Source: an optimization exercise on an open RTL-to-GDS flow (aim: small area, a short achievable clock period and few clock cycles per item). Production flows keep margins and buffers that such runs may drop.
Where RTL was checked, it was by simulation tests only, not by an equivalence proof against the original.
Power is estimated from default activity; no workload was simulated.

== JK ==
## speech_mouth_pixel_overlay
module speech_mouth_pixel_overlay (
  input  logic        clk_i,
  input  logic        rst_ni,
  input  logic        in_valid_i,
  output logic        in_stall_o,
  input  logic [94:0] in_item_i,
  output logic        out_valid_o,
  input  logic        out_stall_i,
  output logic [19:0] out_item_o,
  input  logic        cfg_we_i,
  input  logic [2:0]  cfg_idx_i,
  input  logic [15:0] cfg_data_i
);
For scale: roughly 140 I/O pins, roughly 0.013 sq mm of cells after synthesis.
==> flow/config.mk <==
export PLATFORM = sky130hd
export DESIGN_NAME = speech_mouth_pixel_overlay
export DESIGN_NICKNAME = speech_mouth_pixel_overlay
export VERILOG_FILES = /design/flow/design.v
export SDC_FILE = /design/flow/constraint.sdc
export NUM_CORES = 4
export LEC_CHECK = 0
export ABC_AREA = 1
export CAP_MARGIN = 10
export CORE_MARGIN = 2
export CORE_UTILIZATION = 40
export SETUP_SLACK_MARGIN = 2.8
export SLEW_MARGIN = 10
==> flow/constraint.sdc <==
create_clock -name core_clock -period 6.0 [get_ports {clk_i}]
set_input_delay 1.2000 -clock core_clock [delete_from_list [all_inputs] [get_ports {clk_i}]]
set_output_delay 1.2000 -clock core_clock [all_outputs]
set_load 0.01 [all_outputs]
standard.sh (not shown) runs the stock make flow with config.mk's settings and CLKGATE_MAP_FILE= SYNTH_SCRIPT=/design/flow/synth_recipe.tcl, a recipe that flattens the netlist after the stock synthesis.
==> flow/flow/run.sh <==
#!/bin/bash
# Layout flow: the standard flow, with the port buffers that placement
# inserts made sky130_fd_sc_hd__buf_1 cells instead of the default choice, and
# clock tree synthesis run without dummy loads and with larger sink clusters.
set -euo pipefail
bash standard.sh "BUFFER_PORTS_ARGS=-buffer_cell sky130_fd_sc_hd__buf_1" \
  "CTS_ARGS=-sink_clustering_enable -repair_clock_nets -dont_use_dummy_load -sink_clustering_size 14 -sink_clustering_max_diameter 80 -buf_list {sky130_fd_sc_hd__clkbuf_8}" \
  finish > standard.log 2>&1
JK was carried through to the last stage, and its layout satisfied the timing, design-rule and antenna checks.
Testbench counts of JK, summed over its fixed seeds: cycles 26,745, items 24,000.
## Diff of input files: MS against JK
==> flow/flow/run.sh <==
#!/bin/bash
# Layout flow: the standard flow, with the port buffers that placement
# inserts made sky130_fd_sc_hd__buf_1 cells instead of the default choice, and
# clock tree synthesis run without dummy loads and with larger sink clusters.
set -euo pipefail
bash standard.sh "BUFFER_PORTS_ARGS=-buffer_cell sky130_fd_sc_hd__buf_1" \
  "CTS_ARGS=-sink_clustering_enable -repair_clock_nets -dont_use_dummy_load -sink_clustering_size 20 -sink_clustering_max_diameter 100" \
  finish > standard.log 2>&1
-- flow/config.mk --
<<< JK, line 8
export ABC_AREA = 1
export CAP_MARGIN = 10
export CORE_MARGIN = 2
export CORE_UTILIZATION = 40
export SETUP_SLACK_MARGIN = 2.8
export SLEW_MARGIN = 10
>>> MS, line 8
export ABC_AREA = 1
export CAP_MARGIN = 20
export CORE_MARGIN = 2
export CORE_UTILIZATION = 55
export SETUP_SLACK_MARGIN = 2.9
export SLEW_MARGIN = 20
[summary]
- MS vs JK, largest stage delay on the critical path went down by 30 ps.
- MS vs. JK: internal power of the cells higher; total power higher; combinational power higher; post-layout worst setup margin lower.
- Changes observed in MS relative to JK: post-route standard cell area excluding fillers increased by 110 sq um relative to the old numbers; sequential power neither gained nor lost much.
Input-level comparison between AL and MS:
-- flow/config.mk --
<<< MS, line 10
export CORE_MARGIN = 2
export CORE_UTILIZATION = 55
export SETUP_SLACK_MARGIN = 2.9
export SLEW_MARGIN = 20
>>> AL, line 10
export CORE_MARGIN = 2
export CORE_UTILIZATION = 40
export SETUP_SLACK_MARGIN = 2.7
export SLEW_MARGIN = 20
--- outcome ---
Die width went up by more than 10% going from MS to AL. Changes observed in AL relative to MS: cell area comparable; area of the placeable core grew by about 40%; final period utilization increased by 0.19 points relative to the old numbers. Total internal power delta for AL relative to MS: about 2% lower. Diff AL..MS | max-slew violation count | unchanged. Diff MS -> AL: number of well taps went up; fraction of area in non-clock buffers roughly the same; worst hold slack lost 6.7 ps; via count of the first global-routing pass lost 91. Compared with MS, AL shows y dimension of the die that has gone up by more than 10%.
## Diff of input files: TR against AL
-- flow/flow/run.sh --
<<< AL, line 6
bash standard.sh "BUFFER_PORTS_ARGS=-buffer_cell sky130_fd_sc_hd__buf_1" \
  "CTS_ARGS=-sink_clustering_enable -repair_clock_nets -dont_use_dummy_load -sink_clustering_size 20 -sink_clustering_max_diameter 100" \
  finish > standard.log 2>&1
>>> TR, line 6
bash standard.sh "BUFFER_PORTS_ARGS=-buffer_cell sky130_fd_sc_hd__buf_1" \
  "CTS_ARGS=-sink_clustering_enable -repair_clock_nets -dont_use_dummy_load -sink_clustering_size 14 -sink_clustering_max_diameter 80 -buf_list {sky130_fd_sc_hd__clkbuf_8}" \
  finish > standard.log 2>&1
-- flow/config.mk --
<<< AL, line 10
export CORE_MARGIN = 2
export CORE_UTILIZATION = 40
export SETUP_SLACK_MARGIN = 2.7
export SLEW_MARGIN = 20
>>> TR, line 10
export CORE_MARGIN = 2
export CORE_UTILIZATION = 50
export SETUP_SLACK_MARGIN = 2.8
export SLEW_MARGIN = 20
Results
Higher die area was reported by AL, not TR.
met1 track utilization from global routing for TR: 6.4 points up relative to AL
The total power of TR falls short of that of AL by about 2%.
AL → TR: final worst setup slack has increased; final-layout non-clock buffer area share has remained practically unchanged.
## Diff of input files: PW against TR
==> flow/flow/run.sh <==
#!/bin/bash
# Layout flow: the standard flow, with the port buffers that placement
# inserts made sky130_fd_sc_hd__buf_1 cells instead of the default choice, and
# clock tree synthesis run without dummy loads and with larger sink clusters.
set -euo pipefail
bash standard.sh "BUFFER_PORTS_ARGS=-buffer_cell sky130_fd_sc_hd__buf_1" \
  "CTS_ARGS=-sink_clustering_enable -repair_clock_nets -dont_use_dummy_load -sink_clustering_size 20 -sink_clustering_max_diameter 100" \
  finish > standard.log 2>&1
-- flow/config.mk --
<<< TR, line 10
export CORE_MARGIN = 2
export CORE_UTILIZATION = 50
export SETUP_SLACK_MARGIN = 2.8
>>> PW, line 10
export CORE_MARGIN = 2
export CORE_UTILIZATION = 40
export PLACE_DENSITY = 0.75
export SETUP_SLACK_MARGIN = 2.8
==> comparison <==
Layout multi-input combinational cell count across PW and TR: no real change.
Looking at total power, PW sits above TR.
For the clock network power share, PW came in 3.5 points higher than TR did.
Critical path capture point = s1_erase_q$_DFFE_PN_: TR; critical path capture point = s1_hit_q$_DFFE_PN_: PW
In PW relative to TR, number of tap instances had gone up by more than a quarter.
Going from TR to PW, design area neither gained nor lost much, measured slew at the worst slew-check pin picked up an extra 79 ps, maximum clock frequency lost 2.5%, met1 routed wirelength after detailed routing lost about 9%, number of port buffers neither gained nor lost much.

## old
speech_mouth_pixel_overlay, a different RTL version from the one above (not shown whole).
Size in the first run: roughly 1800 cells after synthesis, about 220 flip-flops, about 140 I/O pins, about 13000 sq um of cells after synthesis.
Settings: LEC_CHECK=0, ABC_AREA=1, CAP_MARGIN=20, CORE_MARGIN=2, CORE_UTILIZATION=40, SETUP_SLACK_MARGIN=2.95, SLEW_MARGIN=20; clock period 6.0 ns.
==> flow/flow/run.sh <==
#!/bin/bash
# Layout flow: the standard flow, with the port buffers that placement
# inserts made sky130_fd_sc_hd__buf_1 cells instead of the default choice, and
# clock tree synthesis run without dummy loads and with larger sink clusters.
set -euo pipefail
bash standard.sh "BUFFER_PORTS_ARGS=-buffer_cell sky130_fd_sc_hd__buf_1" \
  "CTS_ARGS=-sink_clustering_enable -repair_clock_nets -dont_use_dummy_load -sink_clustering_size 14 -sink_clustering_max_diameter 80 -buf_list {sky130_fd_sc_hd__clkbuf_8}" \
  finish > standard.log 2>&1
Testbench counts of old, summed over its fixed seeds: cycles 26,745, items 24,000.
### old -> new
Settings: SETUP_SLACK_MARGIN now 2.8, was 2.95.
==> flow/flow/run.sh <==
#!/bin/bash
# Layout flow: the standard flow, with the port buffers that placement
# inserts made sky130_fd_sc_hd__buf_1 cells instead of the default choice (the
# output ones then sky130_fd_sc_hd__buf_4, by flow/out_bufs.tcl after global
# placement), and clock tree synthesis run without dummy loads, with larger
# sink clusters and sky130_fd_sc_hd__clkbuf_8 buffers.
set -euo pipefail
bash standard.sh "BUFFER_PORTS_ARGS=-buffer_cell sky130_fd_sc_hd__buf_1" \
  "POST_GLOBAL_PLACE_TCL=$PWD/flow/out_bufs.tcl" \
  "CTS_ARGS=-sink_clustering_enable -repair_clock_nets -dont_use_dummy_load -sink_clustering_size 14 -sink_clustering_max_diameter 80 -buf_list {sky130_fd_sc_hd__clkbuf_8}" \
  finish > standard.log 2>&1
==> flow/flow/out_bufs.tcl (new file) <==
# After global placement: the output port buffers that buffer_ports inserted
# (instances named output*) become sky130_fd_sc_hd__buf_4 cells, since they
# drive the ports' external load.
foreach inst [get_cells output*] {
  replace_cell $inst sky130_fd_sc_hd__buf_4
}
Findings:
Row power density over the cells: new higher / old lower. When new is measured against old, its post-layout total power turns out about 0.5% lower. new vs. old: via count level, signed area change from the synthesized netlist to the final layout moved down, final area moved down. The worst setup slack of new falls short of that of old by 0.032 ns. The slowest cell on the critical path comes out ha_4 in one run and fa_2 in the other, namely in new and old respectively. old -> new: number of global-route vias before repair decreased by a few percent. new vs old on hold slack: new is the lower one. Comparing old against new, there is no change at all in remaining routing DRC violations.

Another version of the RTL of speech_mouth_pixel_overlay (not shown whole).
For scale: ~220 flip-flops, ~140 I/O pins, roughly 0.015 mm² of cells after synthesis.
clock: 6.0 ns
lec_check: 0
abc_area: 1
cap_margin: 20
core_margin: 2
core_utilization: 40
setup_slack_margin: 3.0
slew_margin: 20
run.sh (not shown) runs the stock make flow with config.mk's settings and CLKGATE_MAP_FILE= SYNTH_SCRIPT=/design/flow/synth_recipe.tcl, a recipe that flattens the netlist after the stock synthesis.
Stock flow here: none of the scripts above is used.
The first run completed without violations.
Next try:
- ABC_AREA: 1 -> not set
=> Utilization went up by 0.93 points. Final cell count is lower by 16%. Clock-buffer cell count rose by 7. Total power falls by 2.1%. Non-clock buffer count goes up by 15.
Next try:
- ABC_AREA: not set -> 1
- SETUP_SLACK_MARGIN: 3.0 -> 3.3
Result: Hold slack is worse by 0.020 ns; die area grows slightly; non-clock buffer count came out higher by 14; core utilization goes up by 0.81 points; maximum frequency went up by about a fifth; routed wire length went up by a few percent; power climbs by a few percent; final cell count is higher by about a fifth.
No run of this note included a check of the RTL's function; only the layout flow was run.

Setup of v33:
speech_mouth_pixel_overlay, a different RTL version from the one above (not shown whole).
For scale: ~1600 cells after synthesis, roughly 220 flip-flops, ~140 I/O pins.
Settings: LEC_CHECK=0, ABC_AREA=1, CAP_MARGIN=20, CORE_MARGIN=2, CORE_UTILIZATION=40, SETUP_SLACK_MARGIN=2.8, SLEW_MARGIN=20; clock period 6.0 ns.
standard.sh (not shown) runs the stock make flow with config.mk's settings and CLKGATE_MAP_FILE= SYNTH_SCRIPT=/design/flow/synth_recipe.tcl, a recipe that flattens the netlist after the stock synthesis.
==> flow/flow/run.sh <==
#!/bin/bash
# Layout flow: the standard flow, with the port buffers that placement
# inserts made sky130_fd_sc_hd__buf_1 cells instead of the default choice, and
# clock tree synthesis run without dummy loads and with larger sink clusters.
set -euo pipefail
bash standard.sh "BUFFER_PORTS_ARGS=-buffer_cell sky130_fd_sc_hd__buf_1" \
  "CTS_ARGS=-sink_clustering_enable -repair_clock_nets -dont_use_dummy_load -sink_clustering_size 20 -sink_clustering_max_diameter 100" \
  finish > standard.log 2>&1
### v33 -> v3
==> flow/flow/run.sh <==
#!/bin/bash
# Layout flow: the standard flow, with the port buffers that placement
# inserts made sky130_fd_sc_hd__buf_1 cells instead of the default choice.
set -euo pipefail
bash standard.sh "BUFFER_PORTS_ARGS=-buffer_cell sky130_fd_sc_hd__buf_1" finish > standard.log 2>&1
==> summary.txt <==
The multi-input gate share of the layout cell area reported for v3 is smaller than that of v33 by 1.3 points.
Startpoint of the worst setup timing path = in_item_i[83]: v33; startpoint of the worst setup timing path = in_item_i[73]: v3
The overall power in v3 was higher than what v33 gave.
Looking at portion of the layout cell area used by non-clock buffers, v3 sits below v33.
Total global-route track usage is higher on v3
Going from v33 to v3, achievable clock frequency went up about 1.6%; summed area of non-filler cells in the final layout higher; final cell count went up; static power due to leakage increased 2.8%; utilization has increased.
The count of pins on the block boundary of v3 and that of v33 are within noise of each other.
The final reports for v3 and v33 show final critical-path required period lower in the former.
Input changes introduced in v38 (baseline for comparison: v3):
- changing SETUP_SLACK_MARGIN from 2.8 to 3.0
==> summary.txt <==
As far as number of diodes added for antenna fixing goes, v3 and v38 are indistinguishable; the numbers are identical.
Comparing v3 and v38, the higher power was measured on v38.
The proportion of power drawn by the clock network of v38 falls short of that of v3 by 1.1 points.
v38 ended up with sky130_fd_sc_hd__edfxtp_1 as its worst-path cell with the longest stage delay; v3 ended up with sky130_fd_sc_hd__fa_1.
v38 ended up with step_q[6] as its timing startpoint of the critical path; v3 ended up with in_item_i[73].
Proportion of power drawn by combinational gates in v38 is 3.4 points above v3.
Against v3, v38 reports a total length of routed met3 wires that is higher.
Non-clock buffer count for v38 is higher than for v3.
Function was not checked in any run of this note: the RTL went through the layout flow alone.

speech_mouth_pixel_overlay, a different RTL version from the one above (not shown whole).
For scale: about 1700 cells after synthesis, about 220 flip-flops, ~14000 um2 of cells after synthesis.
// speech_mouth_pixel_overlay
module speech_mouth_pixel_overlay (
  input  logic        clk_i,
  input  logic        rst_ni,
  input  logic        in_valid_i,
  output logic        in_stall_o,
  input  logic [94:0] in_item_i,
  output logic        out_valid_o,
  input  logic        out_stall_i,
  output logic [19:0] out_item_o,
  input  logic        cfg_we_i,
  input  logic [2:0]  cfg_idx_i,
  input  logic [15:0] cfg_data_i
);
  localparam logic [1:0] ACT_PIXEL  = 2'd0;
  localparam logic [1:0] ACT_LEVEL  = 2'd1;
  localparam logic [1:0] ACT_ACTIVE = 2'd2;
  localparam logic [1:0] ACT_FRAME  = 2'd3;
  function automatic sum_zero5;
    input [4:0] a;
    input [4:0] b;
    sum_zero5 = ((a ^ b) == {a[3:0] | b[3:0], 1'b0});
  endfunction
  function automatic sum_zero6;
    input [5:0] a;
    input [5:0] b;
    sum_zero6 = ((a ^ b) == {a[4:0] | b[4:0], 1'b0});
  endfunction
  logic [1:0]  act;
  logic [9:0]  px, py;
  logic [15:0] pin;
  logic [7:0]  level;
  logic        flag;
  logic [47:0] now;
  assign act   = in_item_i[94:93];
  assign px    = in_item_i[92:83];
  assign py    = in_item_i[82:73];
  ...
export LEC_CHECK = 0
export ABC_AREA = 1
export CAP_MARGIN = 20
export CORE_MARGIN = 2
export CORE_UTILIZATION = 40
export SETUP_SLACK_MARGIN = 2.8
export SLEW_MARGIN = 20
create_clock -name core_clock -period 6.0 [get_ports {clk_i}]
==> flow/flow/run.sh <==
#!/bin/bash
# Layout flow: the standard flow, with the port buffers that placement
# inserts made sky130_fd_sc_hd__buf_1 cells instead of the default choice.
set -euo pipefail
bash standard.sh "BUFFER_PORTS_ARGS=-buffer_cell sky130_fd_sc_hd__buf_1" finish > standard.log 2>&1
Testbench counts at the start, summed over its fixed seeds: cycles 26,745, items 24,000.
Then changed:
==> flow/flow/run.sh (replaced) <==
#!/bin/bash
# Layout flow: the standard flow, with the port buffers that placement
# inserts made sky130_fd_sc_hd__buf_1 cells instead of the default choice, and
# clock tree synthesis run without dummy loads and with larger sink clusters.
set -euo pipefail
bash standard.sh "BUFFER_PORTS_ARGS=-buffer_cell sky130_fd_sc_hd__buf_1" \
  "CTS_ARGS=-sink_clustering_enable -repair_clock_nets -dont_use_dummy_load -sink_clustering_size 20 -sink_clustering_max_diameter 100" \
  finish > standard.log 2>&1
Effect: The changed run passed the timing, design-rule and antenna checks. Setup slack gets worse by 0.0031 ns. Final area is lower by 2.4%. Flip-flop and latch count does not change. Synthesized area does not change. Final cell count decreases by 1.2%. Via count is lower by 0.93%. Clock skew rose by 0.044 ns. Critical path depth falls by 2. Routed wire length is about the same. Non-clock buffer count goes up by 5.

## what the ideal ports hide
Ports are ideal in the flow. The routed layouts listed here were re-timed in OpenROAD. Step 1 assumes that a clkbuf_16 drives the clock port and a buf_2 every other input. Step 2 times the ports against the registers' clock, not the clock port: input delays grow and output delays shrink by t, the midpoint of the rising clock arrivals with the driver on. Slacks: no drivers / after step 1 / after step 2; pairs: no drivers / after step 1.
run | t, ns | setup WS [ns] | hold WS [ns]
JK | 0.569 | 2.853 / 2.830 / 2.262 | 0.481 / 0.481 / 0.481
MS | 0.510 | 2.800 / 2.804 / 2.293 | 0.487 / 0.487 / 0.487
AL | 0.507 | 2.789 / 2.812 / 2.305 | 0.480 / 0.480 / 0.480
TR | 0.559 | 2.858 / 2.864 / 2.305 | 0.492 / 0.492 / 0.492
PW | 0.522 | 2.779 / 2.804 / 2.282 | 0.487 / 0.487 / 0.487
old | 0.569 | 2.882 / 2.847 / 2.320 | 0.492 / 0.492 / 0.492
new | 0.566 | 2.850 / 2.864 / 2.298 | 0.480 / 0.480 / 0.480
the first run of note 3 | 0.577 | 2.789 / 2.812 / 2.236 | 0.482 / 0.482 / 0.482
the second run of note 3 | 0.585 | 2.323 / 2.345 / 1.763 | 0.504 / 0.504 / 0.504
the third run of note 3 | 0.585 | 2.805 / 2.812 / 2.233 | 0.484 / 0.484 / 0.484
v33 | 0.525 | 2.849 / 2.874 / 2.349 | 0.490 / 0.490 / 0.490
v3 | 0.580 | 2.898 / 2.880 / 2.334 | 0.482 / 0.482 / 0.482
v38 | 0.573 | 2.777 / 2.777 / 2.351 | 0.487 / 0.487 / 0.487
the first run of note 5 | 0.574 | 2.813 / 2.842 / 2.269 | 0.466 / 0.466 / 0.466
the second run of note 5 | 0.518 | 2.810 / 2.826 / 2.307 | 0.475 / 0.475 / 0.475
After both steps setup and hold are still met in every run listed. For JK, which loses most, drivers alone change the setup slack by -0.023 ns; drivers and shift together by -0.591 ns.
